Source: an optimization exercise on an open RTL-to-GDS flow (aim: small area, a short achievable clock period and few clock cycles per item). Production flows keep margins and buffers that such runs may drop. The RTL was checked by simulation tests, not by an equivalence proof against the original design. Power figures rest on the tool's default switching activity, not on a simulated workload.

$ cat flow/constraint.sdc
create_clock -name core_clock -period 5.0 [get_ports {Clk}]
set_input_delay 1.0000 -clock core_clock [delete_from_list [all_inputs] [get_ports {Clk}]]
set_output_delay 1.0000 -clock core_clock [all_outputs]
set_load 0.01 [all_outputs]
$ cat flow/config.mk
export PLATFORM = sky130hd
export DESIGN_NAME = booth_pp_accumulator
export DESIGN_NICKNAME = booth_pp_accumulator
export VERILOG_FILES = /design/flow/design.v
export SDC_FILE = /design/flow/constraint.sdc
export NUM_CORES = 4
export LEC_CHECK = 0
export CAP_MARGIN = 20
export CORE_MARGIN = 2
export CORE_UTILIZATION = 40
export SLEW_MARGIN = 20
$ cat flow/run.sh
#!/bin/bash
# synth_recipe.tcl (not shown) runs the flow's synth.tcl, then flattens the netlist and writes it again
# the make line also repeats each setting of config.mk as NAME=value (left out here)
make -C /OpenROAD-flow-scripts/flow DESIGN_CONFIG=/design/flow/config.mk WORK_HOME=/design/flow/orfs CLKGATE_MAP_FILE= SYNTH_SCRIPT=/design/flow/synth_recipe.tcl finish
$ cat flow/design.v
package booth_acc_pkg;
    localparam int PP_W    = 34;
    localparam int PROD_W  = 64;
    localparam int N_PP    = 17;
    localparam int GROUP   = 4;
    localparam int N_STEPS = 5;
endpackage
module csa_6to2
(
    input  logic [booth_acc_pkg::PROD_W-1:0] a,
    input  logic [booth_acc_pkg::PROD_W-1:0] b,
    input  logic [booth_acc_pkg::PROD_W-1:0] c,
    input  logic [booth_acc_pkg::PROD_W-1:0] d,
    input  logic [booth_acc_pkg::PROD_W-1:0] e,
    input  logic [booth_acc_pkg::PROD_W-1:0] f,
    output logic [booth_acc_pkg::PROD_W-1:0] sum,
    output logic [booth_acc_pkg::PROD_W-1:0] carry
);
    logic [booth_acc_pkg::PROD_W-1:0] s1, c1, s2, c2, s3, c3;
    always_comb begin
        s1    = a ^ b ^ c;
        c1    = ((a & b) | (a & c) | (b & c)) << 1;
        s2    = d ^ e ^ f;
        c2    = ((d & e) | (d & f) | (e & f)) << 1;
        s3    = s1 ^ c1 ^ s2;
        c3    = ((s1 & c1) | (s1 & s2) | (c1 & s2)) << 1;
        sum   = s3 ^ c3 ^ c2;
        carry = ((s3 & c3) | (s3 & c2) | (c3 & c2)) << 1;
    end
endmodule
module booth_pp_accumulator
(
    input  logic                            Clk,
    input  logic                            Reset,
    input  logic                            In_Valid,
    output logic                            In_Ready,
    input  logic [booth_acc_pkg::PP_W-1:0]  PP0,
    input  logic [booth_acc_pkg::PP_W-1:0]  PP1,
    input  logic [booth_acc_pkg::PP_W-1:0]  PP2,
    input  logic [booth_acc_pkg::PP_W-1:0]  PP3,
    input  logic [booth_acc_pkg::PP_W-1:0]  PP4,
    input  logic [booth_acc_pkg::PP_W-1:0]  PP5,
    input  logic [booth_acc_pkg::PP_W-1:0]  PP6,
    input  logic [booth_acc_pkg::PP_W-1:0]  PP7,
    input  logic [booth_acc_pkg::PP_W-1:0]  PP8,
    input  logic [booth_acc_pkg::PP_W-1:0]  PP9,
    input  logic [booth_acc_pkg::PP_W-1:0]  PP10,
    input  logic [booth_acc_pkg::PP_W-1:0]  PP11,
    input  logic [booth_acc_pkg::PP_W-1:0]  PP12,
    input  logic [booth_acc_pkg::PP_W-1:0]  PP13,
    input  logic [booth_acc_pkg::PP_W-1:0]  PP14,
    input  logic [booth_acc_pkg::PP_W-1:0]  PP15,
    input  logic [31:0]                     PP16,
    input  logic [15:0]                     Error_Correction,
    output logic                            Out_Valid,
    input  logic                            Out_Ready,
    output logic [booth_acc_pkg::PROD_W-1:0] Product,
    output logic                            Busy
);
    localparam int PP_W    = booth_acc_pkg::PP_W;
    localparam int PROD_W  = booth_acc_pkg::PROD_W;
    localparam int N_STEPS = booth_acc_pkg::N_STEPS;
    localparam logic [2:0] IDLE = 3'd0, COMPRESS = 3'd1, ADD = 3'd2, ADD_LO = 3'd3, ADD_HI = 3'd4, DONE = 3'd5;
    localparam logic [2:0] FIRST_ADD = ADD;
    logic [2:0]        state;
    logic [2:0]        step;
    logic [PROD_W-1:0] s, c, csa_s, csa_c;
    logic [PROD_W-1:0] op0, op1, op2, op3;
    logic [16*PP_W-1:0] pp_in, pp_q;
    logic [31:0]       pp16_q;
    logic [15:0]       ec_q;
    logic [PROD_W-1:0] corr;
    logic [PP_W-1:0]   row0, row1, row2, row3;
    assign pp_in    = {PP15, PP14, PP13, PP12, PP11, PP10, PP9, PP8,
                       PP7, PP6, PP5, PP4, PP3, PP2, PP1, PP0};
    assign In_Ready = state == IDLE && !Reset;
    assign Busy     = state != IDLE;
    genvar gi;
    generate
        for (gi = 0; gi < PROD_W/2; gi = gi + 1) begin : g_corr
            if (gi < 16) begin : g_bit
                assign corr[2*gi]   = ec_q[gi];
                assign corr[2*gi+1] = 1'b0;
            end else begin : g_zero
                assign corr[2*gi+1:2*gi] = 2'b00;
            end
        end
    endgenerate
    assign row0 = pp_q[{step[1:0], 2'd0}*PP_W +: PP_W];
    assign row1 = pp_q[{step[1:0], 2'd1}*PP_W +: PP_W];
    assign row2 = pp_q[{step[1:0], 2'd2}*PP_W +: PP_W];
    assign row3 = pp_q[{step[1:0], 2'd3}*PP_W +: PP_W];
    always_comb begin
        op0 = {{(PROD_W-PP_W){row0[PP_W-1]}}, row0} << {step[1:0], 2'd0, 1'b0};
        op1 = {{(PROD_W-PP_W){row1[PP_W-1]}}, row1} << {step[1:0], 2'd1, 1'b0};
        op2 = {{(PROD_W-PP_W){row2[PP_W-1]}}, row2} << {step[1:0], 2'd2, 1'b0};
        op3 = {{(PROD_W-PP_W){row3[PP_W-1]}}, row3} << {step[1:0], 2'd3, 1'b0};
        if (step == 3'(N_STEPS - 1)) begin
            op0 = {pp16_q, 32'b0};
            op1 = corr;
            op2 = '0;
            op3 = '0;
        end
    end
    csa_6to2 u_csa (
        .a(s), .b(c), .c(op0), .d(op1), .e(op2), .f(op3),
        .sum(csa_s), .carry(csa_c)
    );
    always_ff @(posedge Clk) begin
        if (Reset) begin
            state     <= IDLE;
            step      <= '0;
            s         <= '0;
            c         <= '0;
            Out_Valid <= 1'b0;
            Product   <= '0;
        end else begin
            case (state)
                IDLE: if (In_Valid) begin
                    pp_q   <= pp_in;
                    pp16_q <= PP16;
                    ec_q   <= Error_Correction;
                    s      <= '0;
                    c      <= '0;
                    step   <= '0;
                    state  <= COMPRESS;
                end
                COMPRESS: begin
                    s     <= csa_s;
                    c     <= csa_c;
                    step  <= step + 3'd1;
                    state <= step == 3'(N_STEPS - 1) ? FIRST_ADD : COMPRESS;
                end
                ADD: begin
                    Product   <= s + c;
                    Out_Valid <= 1'b1;
                    state     <= DONE;
                end
                DONE: if (Out_Ready) begin
                    Out_Valid <= 1'b0;
                    state     <= IDLE;
                end
                default: state <= IDLE;
            endcase
        end
    end
endmodule
==> impl_metrics.toml <==
[power]
combPwrFrac_pct = 31.6
power.net_switching_w = 0.00711
vdd_drop_max_mv = 0.242
p_clk_share_pct = 30.9
swShare_pct = 32.9
pwr_density_cell_nw_per_um2 = 426
p_leak_nw = 19.2
power.total_w = 0.0216
p_int_w = 0.0145
seqPwrFrac_pct = 37.5

[synth]
synth_cells = 3122
ys.flop_type = "edfxtp_1"
synth_edf_count = 592
syn_area_per_cell_um2 = 12.7
yosysWarnings = 2
synthesis.area_um2 = 39600
ys_seq_area_share_pct = 54.8
synth_cell_types = 79
syn_nets = 4030
ys_async_sr_fraction_pct = 0
ys_ff_latch = 789

[clocking]
hold_buffers = 0
cts_max_level = 3
cts_buffer_depth = 3
numCtsBuffers = 91
clock_latency_ns = 0.67
cts_root_buffer = "clkbuf_16"
cts_resized = 0
clock-sinks = 789
cts_tree = "done"
clkTransAtPathRegs_ns = 0.06
post_cts_buffers = 0

[critical_path]
start_kind = "flip-flop"
cp_max_fo = 44
cp-end-kind = "flip-flop"
r2r_slack_ns = 0.74
arrival_ns = 4.79
crit_type = "reg2reg"
cp_data_required_time_ns = 5.52
worstRegToRegCells = 9

[floorplanning]
start_util_pct = 40.3
die_area_um2 = 102000
io_pins = 663
rows = 115
die-height_um = 319
design.core.area_um2 = 98300
die_x_um = 319

[drt]
post-route-drc-count = 0
vias_per_cell = 5.34
drt_iter0_drc = 2346
wl_per_cell_um = 26.0
antenna_left = 0
via_count = 27317
drt_wl_total_um = 133000
drtPass1Iterations = 6

[global_routing]
grt_max_degree = 128
grt.busiest_layer = "met2"
grt.met3_usage_pct = 5.03
met2_usage_pct = 44.4
grt_pass1_vias = 28198
grt_pass1_wl_um = 192000
antenna_found_initial = 22
grt_overflow = 0
use_met1_pct = 33.1
grt_util_all_layers_pct = 26.1

[finish]
layout-drive-gt1-share_pct = 7.34
area_growth_pct = 27.9
most-common-layout-cells = "clkdlybuf4s50_1 (661), edfxtp_1 (592), nand2_1 (306)"
final_common_cell = "clkdlybuf4s50_1"
nets = 4651
final_cells = 5115
multiInputGateArea_um2 = 16100
fillers = 8592
seq_area_um2 = 21700

[timing]
rsz0062_at_grt = "false"
period_minus_slack_ns = 4.26
fmax_ghz = 0.234
relSlewSlack_pct = 32.4
setup_viol = 0
hold_viol = 0
tightest_slew_ns = 1.01
fin_skew_ns = 0.0255
slew_violations = 0
period_share_pct = 85.3

[place]
dp.cells = 4937
io_buffer_count = 662
hpwl_um = 102000
gp_congestion = 0.910

[min_path]
min_path_type = "reg2reg"
hold_path_depth = 2

[flow_run]
cap_violations = 0

[run_status]
status = "timing/DRC/antenna clean"
## cells in the mapped netlist (10+ instances only)
cell / n / area share [%]
a22oi_1: 123 / 2.3
nor2_1: 210 / 2.0
mux2i_1: 80 / 2.0
a21o_1: 82 / 1.6
xor2_1: 23 / 0.51
nand2_1: 307 / 2.9
o211a_1: 37 / 0.94
clkbuf_1: 128 / 1.2
o2111ai_1: 22 / 0.49
fa_1: 238 / 12
o21a_1: 10 / 0.19
buf_2: 17 / 0.21
a21oi_1: 176 / 2.2
dfxtp_1: 197 / 10
buf_1: 25 / 0.24
edfxtp_1: 592 / 45
o21ai_0: 81 / 1.0
nand3_1: 20 / 0.25
inv_1: 289 / 2.7
nor3_1: 14 / 0.18
a221oi_1: 16 / 0.35
and2_1: 18 / 0.28
xnor2_1: 35 / 0.77
o211ai_1: 29 / 0.55
nand4_1: 25 / 0.39
nand2b_1: 29 / 0.46
a211oi_1: 11 / 0.21
and3_1: 20 / 0.32
ha_1: 74 / 2.3
mux4_2: 64 / 3.6
## power groups by stage
stage               clock network (W)  logic (W)  registers, W
floorplan                           0    0.00473       0.00802
global placement                    0    0.00666       0.00822
detailed placement                  0    0.00679       0.00822
CTS                           0.00680    0.00685       0.00809
global route                  0.00706    0.00774       0.00814
finish                        0.00667    0.00682       0.00810
## registers in the layout, indices dropped and copies added, names as in the netlist
| signal | count |
|---|---|
| step | 3 |
| Out_Valid | 1 |
| state | 3 |
| Product | 64 |
| ec_q | 16 |
| pp16_q | 32 |
| c | 62 |
| s | 64 |
| pp_q | 544 |
## per-layer routing
metal | routed length [um] | share of wire [%]
met2 | 66000 | 50
met3 | 8630 | 6.5
met4 | 4730 | 3.6
met5 | 65 | 0.049
met1 | 53300 | 40
## through the flow
| stage | TNS, ns | instance area, um^2 | hold slack (ns) | utilization, % | setup WS, ns |
|---|---|---|---|---|---|
| finish | 0 | 50600 | 0.446 | 51.5 | 0.735 |
| CTS | 0 | 50600 | 0.450 | 51.5 | 0.757 |
| global placement | 0 | 47700 | 0.434 | 48.5 | 0.791 |
| global route | 0 | 50600 | 0.469 | 51.5 | 0.591 |
| detailed placement | 0 | 47700 | 0.442 | 48.5 | 0.784 |
| floorplan | -498.63 | 39600 | 0.449 | - | -0.842 |
## cells by family (layout without fill, tap and decap cells)
logic type                 count (synthesis)  count (layout)  share of synthesized area [%]
DFF                                      789             789                           54.8
xor gates and xnor gates                  58              58                           1.28
buffers and inverters                    472            1165                           4.73
adders and majority gates                312             312                           14.4
other                                      0              13                              0
and+or+nand+nor                          675             675                           7.38
muxes                                    144             144                           5.66
AOI/OAI and AO/OA                        672             672                           11.7
## layout make-up
| cell class | instances | share of cell area [%] |
|---|---|---|
| Antenna cell | 13 | 0.0642 |
| Clock buffer | 124 | 4.95 |
| Clock inverter | 41 | 0.875 |
| Inverter | 289 | 2.16 |
| Multi-Input combinational cell | 1861 | 31.7 |
| Sequential cell | 789 | 42.9 |
| Tap cell | 1287 | 3.18 |
| Timing Repair Buffer | 711 | 14.1 |
## critical path: stages (launching register included)
cell	delay [ns]
dfxtp_4	0.42
buf_4	0.62
mux4_2	0.75
a221oi_1	0.51
fa_1	0.52
fa_1	0.51
inv_1	0.06
fa_1	0.43
a22oi_1	0.17
nor2_1	0.05
## worst paths after layout
check | end | start
worst max-delay path | s[44]$_SDFFE_PP0P_ | step[1]$_SDFFE_PP0P_
worst min-delay path | Product[37]$_SDFFE_PP0P_ | Product[37]$_SDFFE_PP0P_
worst max register to register | s[44]$_SDFFE_PP0P_ | step[1]$_SDFFE_PP0P_
worst min register to register | Product[37]$_SDFFE_PP0P_ | Product[37]$_SDFFE_PP0P_
Testbench counts, summed over its fixed seeds: cycles 19,200, items 2,400.

## re-timing with driven ports
In the flow no input, the clock included, has a driving cell. The finished layout below was timed again as built, in two steps. Step 1 sets driving cells, clkbuf_16 on the clock port and buf_2 on the other inputs (assumed; they add their load-dependent delay and slew). Step 2 adds t to the input delays and takes it off the output delays; t is the mean of the earliest and latest rising clock arrival at the registers after step 1. Input paths then give back, and output paths get back, about the clock's delay inside the block. a / b / c = ideal / step 1 / step 2; a / b = the first two.
t, ns: 0.736
setup WS [ns]: 0.735 / 0.735 / 0.735
worst setup path after step 2: register to register
clock arrival spread, ns: 0.025 / 0.025
worst data-port slew with drivers (ns): 0.19
After both steps setup and hold are still met in this run. For this run, drivers alone change the setup slack by 0.000 ns; drivers and shift together by 0.000 ns.
